Context: an optimization exercise on an open-source flow, tuned for small area. The choices shown serve that exercise and are no tape-out recipe. Only simulation tests tie the RTL to the original design; equivalence was not proved. No activity file was given, so power comes from the tool's default toggle rates.

==> flow/design.v <==
module inst_rom (
    input  logic  CLK,
    input  logic [63:0] rom_addr,
    input  logic  rom_rd,
    output logic [31:0] rom_data
);
    localparam int INST_W = 32;
    typedef logic [INST_W-1:0] inst_t;
    localparam logic [6:0] OPC_LUI       = 7'b0110111;
    localparam logic [6:0] OPC_AUIPC     = 7'b0010111;
    localparam logic [6:0] OPC_JAL       = 7'b1101111;
    localparam logic [6:0] OPC_JALR      = 7'b1100111;
    localparam logic [6:0] OPC_BRANCH    = 7'b1100011;
    localparam logic [6:0] OPC_LOAD      = 7'b0000011;
    localparam logic [6:0] OPC_STORE     = 7'b0100011;
    localparam logic [6:0] OPC_OP_IMM    = 7'b0010011;
    localparam logic [6:0] OPC_OP        = 7'b0110011;
    localparam logic [6:0] OPC_MISC_MEM  = 7'b0001111;
    localparam logic [6:0] OPC_SYSTEM    = 7'b1110011;
    localparam logic [6:0] OPC_OP_IMM_32 = 7'b0011011;
    localparam logic [6:0] OPC_OP_32     = 7'b0111011;
    localparam logic [2:0] F3_JALR      = 3'b000;
    localparam logic [2:0] F3_LOAD_RSVD = 3'b111;
    localparam logic [2:0] F3_ADDW      = 3'b000;
    localparam logic [2:0] F3_SLLW      = 3'b001;
    localparam logic [2:0] F3_SRLW      = 3'b101;
    localparam inst_t NOP_INST = 32'h0000_0013;
    function automatic logic is_legal(inst_t inst);
        logic [6:0] opc;
        logic [2:0] f3;
        opc = inst[6:0];
        f3  = inst[14:12];
        case (opc)
            OPC_LUI, OPC_AUIPC, OPC_JAL, OPC_BRANCH,
            OPC_OP_IMM, OPC_OP, OPC_MISC_MEM, OPC_SYSTEM: is_legal = 1'b1;
            OPC_JALR:  is_legal = (f3 == F3_JALR);
            OPC_LOAD:  is_legal = (f3 != F3_LOAD_RSVD);
            OPC_STORE: is_legal = !inst[14];
            OPC_OP_IMM_32, OPC_OP_32:
                is_legal = (f3 == F3_ADDW) || (f3 == F3_SLLW) || (f3 == F3_SRLW);
            default:   is_legal = 1'b0;
        endcase
    endfunction
    localparam int ADDR_W = 64;
    typedef logic [ADDR_W-1:0] addr_t;
    typedef logic [1:0] pc_sel_t;
    localparam pc_sel_t SEL_SEQ    = 2'd0;
    localparam pc_sel_t SEL_BRANCH = 2'd1;
    localparam addr_t RESET_PC = '0;
    localparam int CACHE_LINES = 8;
    localparam int INDEX_W     = $clog2(CACHE_LINES);
    localparam int TAG_W       = ADDR_W - 2 - INDEX_W;
    localparam int ROM_WORDS = 64;
    localparam int ROM_AW    = $clog2(ROM_WORDS);
    localparam int ROM_BYTES = ROM_WORDS * 4;
    localparam int REFILL_CYCLES = 3;
    localparam int REFILL_CNT_W  = $clog2(REFILL_CYCLES);
    inst_t mem [ROM_WORDS];
    logic [ROM_AW-1:0] word_addr;
    initial begin
        $readmemh("prog.hex", mem);
    end
    assign word_addr = rom_addr[2 +: ROM_AW];
    always_ff @(posedge CLK) begin
        if (rom_rd) begin
            rom_data <= mem[word_addr];
        end
    end
endmodule
module legal_check (
    input  logic  de_v,
    input  logic [31:0] de_ir,
    input  logic  f_iam,
    input  logic  f_iaf,
    output logic  f_ii
);
    localparam int INST_W = 32;
    typedef logic [INST_W-1:0] inst_t;
    localparam logic [6:0] OPC_LUI       = 7'b0110111;
    localparam logic [6:0] OPC_AUIPC     = 7'b0010111;
    localparam logic [6:0] OPC_JAL       = 7'b1101111;
    localparam logic [6:0] OPC_JALR      = 7'b1100111;
    localparam logic [6:0] OPC_BRANCH    = 7'b1100011;
    localparam logic [6:0] OPC_LOAD      = 7'b0000011;
    localparam logic [6:0] OPC_STORE     = 7'b0100011;
    localparam logic [6:0] OPC_OP_IMM    = 7'b0010011;
    localparam logic [6:0] OPC_OP        = 7'b0110011;
    localparam logic [6:0] OPC_MISC_MEM  = 7'b0001111;
    localparam logic [6:0] OPC_SYSTEM    = 7'b1110011;
    localparam logic [6:0] OPC_OP_IMM_32 = 7'b0011011;
    localparam logic [6:0] OPC_OP_32     = 7'b0111011;
    localparam logic [2:0] F3_JALR      = 3'b000;
    localparam logic [2:0] F3_LOAD_RSVD = 3'b111;
    localparam logic [2:0] F3_ADDW      = 3'b000;
    localparam logic [2:0] F3_SLLW      = 3'b001;
    localparam logic [2:0] F3_SRLW      = 3'b101;
    localparam inst_t NOP_INST = 32'h0000_0013;
    function automatic logic is_legal(inst_t inst);
        logic [6:0] opc;
        logic [2:0] f3;
        opc = inst[6:0];
        f3  = inst[14:12];
        case (opc)
            OPC_LUI, OPC_AUIPC, OPC_JAL, OPC_BRANCH,
            OPC_OP_IMM, OPC_OP, OPC_MISC_MEM, OPC_SYSTEM: is_legal = 1'b1;
            OPC_JALR:  is_legal = (f3 == F3_JALR);
            OPC_LOAD:  is_legal = (f3 != F3_LOAD_RSVD);
            OPC_STORE: is_legal = !inst[14];
            OPC_OP_IMM_32, OPC_OP_32:
                is_legal = (f3 == F3_ADDW) || (f3 == F3_SLLW) || (f3 == F3_SRLW);
            default:   is_legal = 1'b0;
        endcase
    endfunction
    localparam int ADDR_W = 64;
    typedef logic [ADDR_W-1:0] addr_t;
    typedef logic [1:0] pc_sel_t;
    localparam pc_sel_t SEL_SEQ    = 2'd0;
    localparam pc_sel_t SEL_BRANCH = 2'd1;
    localparam addr_t RESET_PC = '0;
    localparam int CACHE_LINES = 8;
    localparam int INDEX_W     = $clog2(CACHE_LINES);
    localparam int TAG_W       = ADDR_W - 2 - INDEX_W;
    localparam int ROM_WORDS = 64;
    localparam int ROM_AW    = $clog2(ROM_WORDS);
    localparam int ROM_BYTES = ROM_WORDS * 4;
    localparam int REFILL_CYCLES = 3;
    localparam int REFILL_CNT_W  = $clog2(REFILL_CYCLES);
    logic legal;
    logic fetch_fault;
    assign legal       = is_legal(de_ir);
    assign fetch_fault = f_iam || f_iaf;
    assign f_ii = de_v && !fetch_fault && !legal;
endmodule
module inst_cache (
    input  logic  CLK,
    input  logic  reset,
    input  logic [63:0] fetch_pc,
    input  logic  fetch_req,
    input  logic [31:0] rom_data,
    output logic  cache_ready,
    output logic [31:0] cache_word,
    output logic [63:0] rom_addr,
    output logic  rom_rd
);
    localparam int INST_W = 32;
    typedef logic [INST_W-1:0] inst_t;
    localparam logic [6:0] OPC_LUI       = 7'b0110111;
    localparam logic [6:0] OPC_AUIPC     = 7'b0010111;
    localparam logic [6:0] OPC_JAL       = 7'b1101111;
    localparam logic [6:0] OPC_JALR      = 7'b1100111;
    localparam logic [6:0] OPC_BRANCH    = 7'b1100011;
    localparam logic [6:0] OPC_LOAD      = 7'b0000011;
    localparam logic [6:0] OPC_STORE     = 7'b0100011;
    localparam logic [6:0] OPC_OP_IMM    = 7'b0010011;
    localparam logic [6:0] OPC_OP        = 7'b0110011;
    localparam logic [6:0] OPC_MISC_MEM  = 7'b0001111;
    localparam logic [6:0] OPC_SYSTEM    = 7'b1110011;
    localparam logic [6:0] OPC_OP_IMM_32 = 7'b0011011;
    localparam logic [6:0] OPC_OP_32     = 7'b0111011;
    localparam logic [2:0] F3_JALR      = 3'b000;
    localparam logic [2:0] F3_LOAD_RSVD = 3'b111;
    localparam logic [2:0] F3_ADDW      = 3'b000;
    localparam logic [2:0] F3_SLLW      = 3'b001;
    localparam logic [2:0] F3_SRLW      = 3'b101;
    localparam inst_t NOP_INST = 32'h0000_0013;
    function automatic logic is_legal(inst_t inst);
        logic [6:0] opc;
        logic [2:0] f3;
        opc = inst[6:0];
        f3  = inst[14:12];
        case (opc)
            OPC_LUI, OPC_AUIPC, OPC_JAL, OPC_BRANCH,
            OPC_OP_IMM, OPC_OP, OPC_MISC_MEM, OPC_SYSTEM: is_legal = 1'b1;
            OPC_JALR:  is_legal = (f3 == F3_JALR);
            OPC_LOAD:  is_legal = (f3 != F3_LOAD_RSVD);
            OPC_STORE: is_legal = !inst[14];
            OPC_OP_IMM_32, OPC_OP_32:
                is_legal = (f3 == F3_ADDW) || (f3 == F3_SLLW) || (f3 == F3_SRLW);
            default:   is_legal = 1'b0;
        endcase
    endfunction
    localparam int ADDR_W = 64;
    typedef logic [ADDR_W-1:0] addr_t;
    typedef logic [1:0] pc_sel_t;
    localparam pc_sel_t SEL_SEQ    = 2'd0;
    localparam pc_sel_t SEL_BRANCH = 2'd1;
    localparam addr_t RESET_PC = '0;
    localparam int CACHE_LINES = 8;
    localparam int INDEX_W     = $clog2(CACHE_LINES);
    localparam int TAG_W       = ADDR_W - 2 - INDEX_W;
    localparam int ROM_WORDS = 64;
    localparam int ROM_AW    = $clog2(ROM_WORDS);
    localparam int ROM_BYTES = ROM_WORDS * 4;
    localparam int REFILL_CYCLES = 3;
    localparam int REFILL_CNT_W  = $clog2(REFILL_CYCLES);
    logic [TAG_W-1:0]       tag_mem [CACHE_LINES];
    inst_t                  word_mem [CACHE_LINES];
    logic [CACHE_LINES-1:0] line_v;
    logic [INDEX_W-1:0]      idx;
    logic [TAG_W-1:0]        tag;
    logic                    hit;
    logic                    busy;
    logic                    start;
    logic                    fill;
    logic [REFILL_CNT_W-1:0] cnt;
    addr_t                   refill_pc;
    logic [INDEX_W-1:0]      refill_idx;
    logic [TAG_W-1:0]        refill_tag;
    assign idx = fetch_pc[2 +: INDEX_W];
    assign tag = fetch_pc[ADDR_W-1 -: TAG_W];
    assign hit = line_v[idx] && (tag_mem[idx] == tag);
    assign cache_ready = fetch_req && hit;
    assign cache_word  = word_mem[idx];
    assign refill_idx = refill_pc[2 +: INDEX_W];
    assign refill_tag = refill_pc[ADDR_W-1 -: TAG_W];
    assign rom_addr   = refill_pc;
    assign start = !busy && fetch_req && !hit;
    assign fill  = busy && (cnt == REFILL_CNT_W'(REFILL_CYCLES - 1));
    always_ff @(posedge CLK) begin
        if (reset) begin
            busy   <= 1'b0;
            cnt    <= '0;
            rom_rd <= 1'b0;
            line_v <= '0;
        end else begin
            rom_rd <= start;
            if (start) begin
                busy <= 1'b1;
                cnt  <= '0;
            end else if (fill) begin
                busy               <= 1'b0;
                line_v[refill_idx] <= 1'b1;
            end else if (busy) begin
                cnt <= cnt + 1'b1;
            end
        end
    end
    always_ff @(posedge CLK) begin
        if (start) begin
            refill_pc <= fetch_pc;
        end
    end
    always_ff @(posedge CLK) begin
        if (fill) begin
            tag_mem[refill_idx]  <= refill_tag;
            word_mem[refill_idx] <= rom_data;
        end
    end
endmodule
module fetch_stage (
    input  logic    CLK,
    input  logic    reset,
    input  logic [1:0] pc_mux,
    input  logic [63:0] br_target,
    input  logic [63:0] mtvec,
    input  logic    trap,
    input  logic    br_stall_de,
    input  logic    br_stall_agex,
    input  logic    br_stall_mem,
    input  logic    mem_stall,
    input  logic    cache_ready,
    input  logic [31:0]   cache_word,
    output logic [63:0] fetch_pc,
    output logic    fetch_req,
    output logic    de_v,
    output logic [31:0]   de_ir,
    output logic [63:0] de_npc,
    output logic    f_iam,
    output logic    f_iaf
);
    localparam int INST_W = 32;
    typedef logic [INST_W-1:0] inst_t;
    localparam logic [6:0] OPC_LUI       = 7'b0110111;
    localparam logic [6:0] OPC_AUIPC     = 7'b0010111;
    localparam logic [6:0] OPC_JAL       = 7'b1101111;
    localparam logic [6:0] OPC_JALR      = 7'b1100111;
    localparam logic [6:0] OPC_BRANCH    = 7'b1100011;
    localparam logic [6:0] OPC_LOAD      = 7'b0000011;
    localparam logic [6:0] OPC_STORE     = 7'b0100011;
    localparam logic [6:0] OPC_OP_IMM    = 7'b0010011;
    localparam logic [6:0] OPC_OP        = 7'b0110011;
    localparam logic [6:0] OPC_MISC_MEM  = 7'b0001111;
    localparam logic [6:0] OPC_SYSTEM    = 7'b1110011;
    localparam logic [6:0] OPC_OP_IMM_32 = 7'b0011011;
    localparam logic [6:0] OPC_OP_32     = 7'b0111011;
    localparam logic [2:0] F3_JALR      = 3'b000;
    localparam logic [2:0] F3_LOAD_RSVD = 3'b111;
    localparam logic [2:0] F3_ADDW      = 3'b000;
    localparam logic [2:0] F3_SLLW      = 3'b001;
    localparam logic [2:0] F3_SRLW      = 3'b101;
    localparam inst_t NOP_INST = 32'h0000_0013;
    function automatic logic is_legal(inst_t inst);
        logic [6:0] opc;
        logic [2:0] f3;
        opc = inst[6:0];
        f3  = inst[14:12];
        case (opc)
            OPC_LUI, OPC_AUIPC, OPC_JAL, OPC_BRANCH,
            OPC_OP_IMM, OPC_OP, OPC_MISC_MEM, OPC_SYSTEM: is_legal = 1'b1;
            OPC_JALR:  is_legal = (f3 == F3_JALR);
            OPC_LOAD:  is_legal = (f3 != F3_LOAD_RSVD);
            OPC_STORE: is_legal = !inst[14];
            OPC_OP_IMM_32, OPC_OP_32:
                is_legal = (f3 == F3_ADDW) || (f3 == F3_SLLW) || (f3 == F3_SRLW);
            default:   is_legal = 1'b0;
        endcase
    endfunction
    localparam int ADDR_W = 64;
    typedef logic [ADDR_W-1:0] addr_t;
    typedef logic [1:0] pc_sel_t;
    localparam pc_sel_t SEL_SEQ    = 2'd0;
    localparam pc_sel_t SEL_BRANCH = 2'd1;
    localparam addr_t RESET_PC = '0;
    localparam int CACHE_LINES = 8;
    localparam int INDEX_W     = $clog2(CACHE_LINES);
    localparam int TAG_W       = ADDR_W - 2 - INDEX_W;
    localparam int ROM_WORDS = 64;
    localparam int ROM_AW    = $clog2(ROM_WORDS);
    localparam int ROM_BYTES = ROM_WORDS * 4;
    localparam int REFILL_CYCLES = 3;
    localparam int REFILL_CNT_W  = $clog2(REFILL_CYCLES);
    addr_t seq_pc;
    addr_t pc_next;
    logic  ld_pc;
    logic  v_next;
    logic  take_fault;
    logic  misaligned;
    logic  out_range;
    assign seq_pc     = fetch_pc + addr_t'(4);
    assign misaligned = |fetch_pc[1:0];
    assign out_range  = fetch_pc >= addr_t'(ROM_BYTES);
    assign fetch_req = !(misaligned || out_range);
    always_comb begin
        pc_next    = seq_pc;
        ld_pc      = 1'b0;
        v_next     = 1'b0;
        take_fault = 1'b0;
        if (trap) begin
            pc_next = mtvec;
            ld_pc   = 1'b1;
        end else if (br_stall_mem && pc_mux == SEL_BRANCH) begin
            pc_next = br_target;
            ld_pc   = 1'b1;
        end else if (br_stall_de || br_stall_agex || br_stall_mem) begin
            ld_pc = 1'b0;
        end else if (!fetch_req) begin
            ld_pc      = 1'b1;
            v_next     = 1'b1;
            take_fault = 1'b1;
        end else if (cache_ready) begin
            ld_pc  = 1'b1;
            v_next = 1'b1;
        end
    end
    always_ff @(posedge CLK) begin
        if (reset) begin
            fetch_pc <= RESET_PC;
            de_v     <= 1'b0;
            f_iam    <= 1'b0;
            f_iaf    <= 1'b0;
        end else if (!mem_stall) begin
            if (ld_pc) begin
                fetch_pc <= pc_next;
            end
            de_v  <= v_next;
            f_iam <= take_fault && misaligned;
            f_iaf <= take_fault && out_range;
        end
    end
    always_ff @(posedge CLK) begin
        if (!mem_stall && v_next) begin
            de_ir  <= take_fault ? NOP_INST : cache_word;
            de_npc <= seq_pc;
        end
    end
endmodule
module fetch_top (
    input  logic    CLK,
    input  logic    reset,
    input  logic [1:0] pc_mux,
    input  logic [63:0] br_target,
    input  logic [63:0] mtvec,
    input  logic    trap,
    input  logic    br_stall_de,
    input  logic    br_stall_agex,
    input  logic    br_stall_mem,
    input  logic    mem_stall,
    output logic    de_v,
    output logic [31:0]   de_ir,
    output logic [63:0] de_npc,
    output logic    f_iam,
    output logic    f_iaf,
    output logic    f_ii
);
    localparam int INST_W = 32;
    typedef logic [INST_W-1:0] inst_t;
    localparam logic [6:0] OPC_LUI       = 7'b0110111;
    localparam logic [6:0] OPC_AUIPC     = 7'b0010111;
    localparam logic [6:0] OPC_JAL       = 7'b1101111;
    localparam logic [6:0] OPC_JALR      = 7'b1100111;
    localparam logic [6:0] OPC_BRANCH    = 7'b1100011;
    localparam logic [6:0] OPC_LOAD      = 7'b0000011;
    localparam logic [6:0] OPC_STORE     = 7'b0100011;
    localparam logic [6:0] OPC_OP_IMM    = 7'b0010011;
    localparam logic [6:0] OPC_OP        = 7'b0110011;
    localparam logic [6:0] OPC_MISC_MEM  = 7'b0001111;
    localparam logic [6:0] OPC_SYSTEM    = 7'b1110011;
    localparam logic [6:0] OPC_OP_IMM_32 = 7'b0011011;
    localparam logic [6:0] OPC_OP_32     = 7'b0111011;
    localparam logic [2:0] F3_JALR      = 3'b000;
    localparam logic [2:0] F3_LOAD_RSVD = 3'b111;
    localparam logic [2:0] F3_ADDW      = 3'b000;
    localparam logic [2:0] F3_SLLW      = 3'b001;
    localparam logic [2:0] F3_SRLW      = 3'b101;
    localparam inst_t NOP_INST = 32'h0000_0013;
    function automatic logic is_legal(inst_t inst);
        logic [6:0] opc;
        logic [2:0] f3;
        opc = inst[6:0];
        f3  = inst[14:12];
        case (opc)
            OPC_LUI, OPC_AUIPC, OPC_JAL, OPC_BRANCH,
            OPC_OP_IMM, OPC_OP, OPC_MISC_MEM, OPC_SYSTEM: is_legal = 1'b1;
            OPC_JALR:  is_legal = (f3 == F3_JALR);
            OPC_LOAD:  is_legal = (f3 != F3_LOAD_RSVD);
            OPC_STORE: is_legal = !inst[14];
            OPC_OP_IMM_32, OPC_OP_32:
                is_legal = (f3 == F3_ADDW) || (f3 == F3_SLLW) || (f3 == F3_SRLW);
            default:   is_legal = 1'b0;
        endcase
    endfunction
    localparam int ADDR_W = 64;
    typedef logic [ADDR_W-1:0] addr_t;
    typedef logic [1:0] pc_sel_t;
    localparam pc_sel_t SEL_SEQ    = 2'd0;
    localparam pc_sel_t SEL_BRANCH = 2'd1;
    localparam addr_t RESET_PC = '0;
    localparam int CACHE_LINES = 8;
    localparam int INDEX_W     = $clog2(CACHE_LINES);
    localparam int TAG_W       = ADDR_W - 2 - INDEX_W;
    localparam int ROM_WORDS = 64;
    localparam int ROM_AW    = $clog2(ROM_WORDS);
    localparam int ROM_BYTES = ROM_WORDS * 4;
    localparam int REFILL_CYCLES = 3;
    localparam int REFILL_CNT_W  = $clog2(REFILL_CYCLES);
    addr_t fetch_pc;
    logic  fetch_req;
    logic  cache_ready;
    inst_t cache_word;
    addr_t rom_addr;
    logic  rom_rd;
    inst_t rom_data;
    fetch_stage u_fetch_stage (
        .CLK           (CLK),
        .reset         (reset),
        .pc_mux        (pc_mux),
        .br_target     (br_target),
        .mtvec         (mtvec),
        .trap          (trap),
        .br_stall_de   (br_stall_de),
        .br_stall_agex (br_stall_agex),
        .br_stall_mem  (br_stall_mem),
        .mem_stall     (mem_stall),
        .cache_ready   (cache_ready),
        .cache_word    (cache_word),
        .fetch_pc      (fetch_pc),
        .fetch_req     (fetch_req),
        .de_v          (de_v),
        .de_ir         (de_ir),
        .de_npc        (de_npc),
        .f_iam         (f_iam),
        .f_iaf         (f_iaf)
    );
    inst_cache u_inst_cache (
        .CLK         (CLK),
        .reset       (reset),
        .fetch_pc    (fetch_pc),
        .fetch_req   (fetch_req),
        .rom_data    (rom_data),
        .cache_ready (cache_ready),
        .cache_word  (cache_word),
        .rom_addr    (rom_addr),
        .rom_rd      (rom_rd)
    );
    inst_rom u_inst_rom (
        .CLK      (CLK),
        .rom_addr (rom_addr),
        .rom_rd   (rom_rd),
        .rom_data (rom_data)
    );
    legal_check u_legal_check (
        .de_v  (de_v),
        .de_ir (de_ir),
        .f_iam (f_iam),
        .f_iaf (f_iaf),
        .f_ii  (f_ii)
    );
endmodule
==> flow/prog.hex <==
// one 32-bit instruction word per line, hex, word address 0 to 63
// byte address of a word is its line number times 4
00100093
00200113
00208193
12345237
00000297
0080036f
000083e7
00000000
00208463
0000b503
00b13023
0000100f
00000073
0010059b
0010961b
0010d69b
002087bb
000090e7
00a00813
00b00893
0000f083
01100913
00014023
01200993
40208a33
0010a09b
00c0aab7
0000c0bb
00001b17
ffdffbef
ffffffff
00c00c13
00d00c93
00e00d13
0000007f
00f00d93
01000e13
0000000b
01100e93
01200f13
0000002f
01300f93
00108093
00110113
00118193
00120213
00128293
00130313
00138393
00140413
00148493
00150513
00158593
00160613
00168693
00170713
00178793
00180813
00188893
00190913
00198993
001a0a13
001a8a93
001b0b13

==> flow/run.sh <==
#!/bin/bash
# synth_recipe.tcl (not shown) runs the flow's synth.tcl, then flattens the netlist and writes it again
# the make line also repeats each setting of config.mk as NAME=value (left out here)
make -C /OpenROAD-flow-scripts/flow DESIGN_CONFIG=/design/flow/config.mk WORK_HOME=/design/flow/orfs CLKGATE_MAP_FILE= SYNTH_SCRIPT=/design/flow/synth_recipe.tcl finish
==> flow/config.mk <==
export PLATFORM = sky130hd
export DESIGN_NAME = fetch_top
export DESIGN_NICKNAME = fetch_top
export VERILOG_FILES = /design/flow/design.v
export SDC_FILE = /design/flow/constraint.sdc
export NUM_CORES = 4
export LEC_CHECK = 0
export CAP_MARGIN = 20
export CORE_MARGIN = 2
export CORE_UTILIZATION = 40
export SLEW_MARGIN = 20
==> flow/constraint.sdc <==
create_clock -name core_clock -period 8.0 [get_ports {CLK}]
set_input_delay 1.6000 -clock core_clock [delete_from_list [all_inputs] [get_ports {CLK}]]
set_output_delay 1.6000 -clock core_clock [all_outputs]
set_load 0.01 [all_outputs]
==> run summary <==
## cell type report
| cell class | count | area share |
|---|---|---|
| Clock buffer | 136 | 0.05996 |
| Sequential cell | 950 | 0.6003 |
| Clock inverter | 44 | 0.007369 |
| Tap cell | 1287 | 0.03487 |
| Antenna cell | 2 | 0.0001084 |
| Timing Repair Buffer | 283 | 0.05923 |
| Inverter | 22 | 0.001788 |
| Multi-Input combinational cell | 1347 | 0.2364 |
## flip-flops by register name, summed over array words and instances (netlist names), named ones only
register and count:
u_fetch_stage.de_ir 27, u_fetch_stage.f_iaf 1, u_inst_cache.tag_mem 472, u_inst_cache.word_mem 216, u_fetch_stage.de_v 1, u_inst_cache.line_v 8, u_fetch_stage.f_iam 1, u_inst_rom.rom_data 27
u_inst_cache.cnt 2, u_fetch_stage.de_npc 64, u_inst_cache.rom_rd 1, u_fetch_stage.fetch_pc 64, u_inst_cache.busy 1, u_inst_cache.refill_pc 62
## final timing paths
kind | from | endpoint | slack [ns] | cells after the start
max | flop | u_fetch_stage.fetch_pc[59] | 2.61 | 12
min | u_fetch_stage.fetch_pc[0] | u_fetch_stage.de_npc[0] | 0.46 | 0
max reg2reg | flop | u_fetch_stage.fetch_pc[59] | 2.61 | 12
min reg2reg | u_fetch_stage.fetch_pc[0] | u_fetch_stage.de_npc[0] | 0.46 | 0
## kinds of logic (layout without fill, tap and decap cells)
group | after synthesis | count (layout) | share of synthesized area
DFF | 950 | 950 | 0.7016
and+or+nand+nor | 564 | 564 | 0.06844
AOI/OAI and AO/OA | 370 | 370 | 0.06372
muxes | 299 | 299 | 0.1148
buffers and inverters | 194 | 485 | 0.02437
xor gates and xnor gates | 95 | 95 | 0.02107
adders and majority gates | 19 | 19 | 0.006020
other | 0 | 2 | 0
## critical path: stages, from the launching register on
cell	delay [ns]
dfxtp_4	0.85
buf_4	0.53
mux4_2	0.56
mux2i_1	0.19
xnor2_1	0.12
nor4_1	0.75
nand4_1	0.18
and4b_1	0.43
a211oi_4	0.15
nor2_8	0.46
buf_4	0.55
o21ai_1	0.17
a221oi_2	0.28
## report_power, final
| group | switching (µW) | total [µW] | internal (µW) |
|---|---|---|---|
| combinational | 339 | 624 | 284 |
| clock | 1890 | 4410 | 2520 |
| sequential | 113 | 5500 | 5390 |
## synth_stat cells, types with 7 or more instances
cell type | count | share of area
buf_2 | 13 | 0.0016
buf_4 | 21 | 0.0040
a31oi_1 | 7 | 0.0011
o21ai_0 | 57 | 0.0072
nor3_2 | 7 | 0.0018
mux2i_1 | 167 | 0.042
a21oi_1 | 106 | 0.013
ha_1 | 19 | 0.0060
xnor2_1 | 55 | 0.012
o22ai_1 | 13 | 0.0021
o21a_1 | 8 | 0.0015
o31ai_1 | 14 | 0.0027
a22o_1 | 34 | 0.0075
o211ai_1 | 13 | 0.0025
nor4_1 | 23 | 0.0036
buf_6 | 17 | 0.0048
inv_1 | 20 | 0.0019
a311oi_1 | 9 | 0.0020
dfxtp_1 | 82 | 0.042
nor3_1 | 50 | 0.0063
and3_1 | 18 | 0.0029
and2_1 | 10 | 0.0016
nand2b_1 | 8 | 0.0013
clkbuf_1 | 104 | 0.0099
a22oi_1 | 18 | 0.0034
nand3_1 | 40 | 0.0051
nand2_1 | 96 | 0.0091
nor2_1 | 232 | 0.022
edfxtp_1 | 868 | 0.66
and4_1 | 12 | 0.0027
mux4_2 | 122 | 0.070
a21o_1 | 7 | 0.0013
a211oi_1 | 29 | 0.0055
nor2b_1 | 15 | 0.0024
buf_1 | 16 | 0.0015
o311a_1 | 7 | 0.0018
mux2_2 | 10 | 0.0029
xor2_1 | 40 | 0.0089
or3_1 | 22 | 0.0035
nand4_1 | 15 | 0.0024
## through the flow
| step | util | area (µm²) | cells | hold WS [ns] |
|---|---|---|---|---|
| finish | 0.4706 | 46180 | 4071 | 0.4591 |
| floorplan | - | 39500 | 2491 | 0.4029 |
| detailed placement | 0.4389 | 43070 | 3889 | 0.4570 |
| global placement | 0.4388 | 43060 | 3889 | 0.4440 |
| global route | 0.4706 | 46180 | 4070 | 0.4765 |
| CTS | 0.4706 | 46180 | 4069 | 0.4605 |
## metal layers
layer | share of wire | wire [µm] | global-route usage
met1 | 0.42 | 47570 | 0.3099
met2 | 0.46 | 51760 | 0.3412
met4 | 0.026 | 2988 | 0.06656
met5 | 0.00012 | 14 | 0
met3 | 0.095 | 10780 | 0.05418
==> run summary <==
Sequential Area 0.02772 mm²; clock latency (worst-skew pair) 0.68 ns; Reg clk slew, reported paths 0.06 ns; vias post-DR 23674; Max-cap violations 0; Critical Path Fanout Max 52; root buf cell clkbuf_16; H-tree depth 3; Top FF cell, synth edfxtp_1; # IOs 237; CTS buffer count 97; total global routing overflow 0; final net count 2857; Post-Syn Instances 2491; CTS tree built; synthesized flop and latch total 950; Clock Skew 0.02924 ns; final antenna-violating net count 0; Synth Cell Area 0.03949 mm²; gp weighted congestion 0.8852; die area 0.1013 mm²; number of I/O port buffers 236; Filler cells 8367; Die Wd 318.2 µm; Tot GR Track Use 0.2210; worst vdd ir 0.1447 mV; Final Max Tran Viols 0; sequential area share after synthesis 0.7016; DRC violations left 0; commonest non-fill, non-tap cell in the layout edfxtp_1; Final Hold Fails 0; core area 0.09813 mm²; startpoint types flop; Final setup violation count 0; Clock Path Buffers 3; proportion of layout cells with a drive suffix above 1 0.1312; FMAX 0.1856 GHz; Post-CTS Hold Fix Bufs 0; post-layout min period 5.388 ns; Synth Warn # 4; Setup Fix Bufs, Post-CTS 0; TNS Setup 0 ns; P&R area growth vs syn 16.95%; Leak 0.01469 µW; WL final 113100 µm; worst rel slew slack 0.2686; Post-synth EDFFs 868; CTS sink count 950; asr flop ratio synth 0; first-pass GRT wire length 164400 µm; CP Capture Type flop; RSZ-0062 raised after global routing no; CTS resizes 0; Syn Nets 2647; multi-input logic area 0.01092 mm²; Cell variety after synth 80; 1st-iter DRT viols 2902; row count 115; most frequent cells in the layout 868 x edfxtp_1, 234 x clkdlybuf4s50_1, 231 x nor2_1, 167 x mux2i_1, 122 x mux4_2; total power 10530 µW; crit path DAT 5.98 ns; post-place setup slack 2.601 ns; power per cell area 228.1 mW/mm²; worst hold path class reg2reg; Initial Util 0.4024; Crit Path Class reg2reg; Crit path required time 8.59 ns; vias in the first global route 23664; synthesized area per cell 15.85 µm²; worst-margin pin slew 1.088 ns; min setup slack post-route 2.612 ns; initial antenna violation count 6; die height 318.2 µm; Avg WL per Cell 27.78 µm; post-DP HPWL 70750 µm; Via density 5.815; status no timing/DRC/antenna violations; final worst-path cycle share 0.6735; pin count of the biggest net entering global routing 82; drt first pass iters 5

[port drivers added, routing unchanged]
The results above use ideal ports. As a check the final layout listed here was re-extracted and re-timed, cells and wires unchanged.
Step 1 (the two cells are an assumption about what drives the block):
set clk [get_ports {CLK}]
set_driving_cell -lib_cell sky130_fd_sc_hd__clkbuf_16 $clk
set_driving_cell -lib_cell sky130_fd_sc_hd__buf_2 [delete_from_list [all_inputs] $clk]
Step 2 times the ports against the registers' clock, not the clock port: input delays grow and output delays shrink by t, the midpoint of the rising clock arrivals with the driver on.
Slacks: ideal ports / drivers / drivers and shift; pairs: ideal ports / drivers.
t, ns: 0.732
setup slack, ns: 2.612 / 2.612 / 2.612
worst hold slack (ns): 0.459 / 0.459 / 0.459
worst setup path at the end: register to register
worst data-port slew with drivers (ns): 0.13
After both steps setup and hold are still met in this run. The setup slack of this run moves by 0.000 ns with the drivers and by 0.000 ns with both steps.
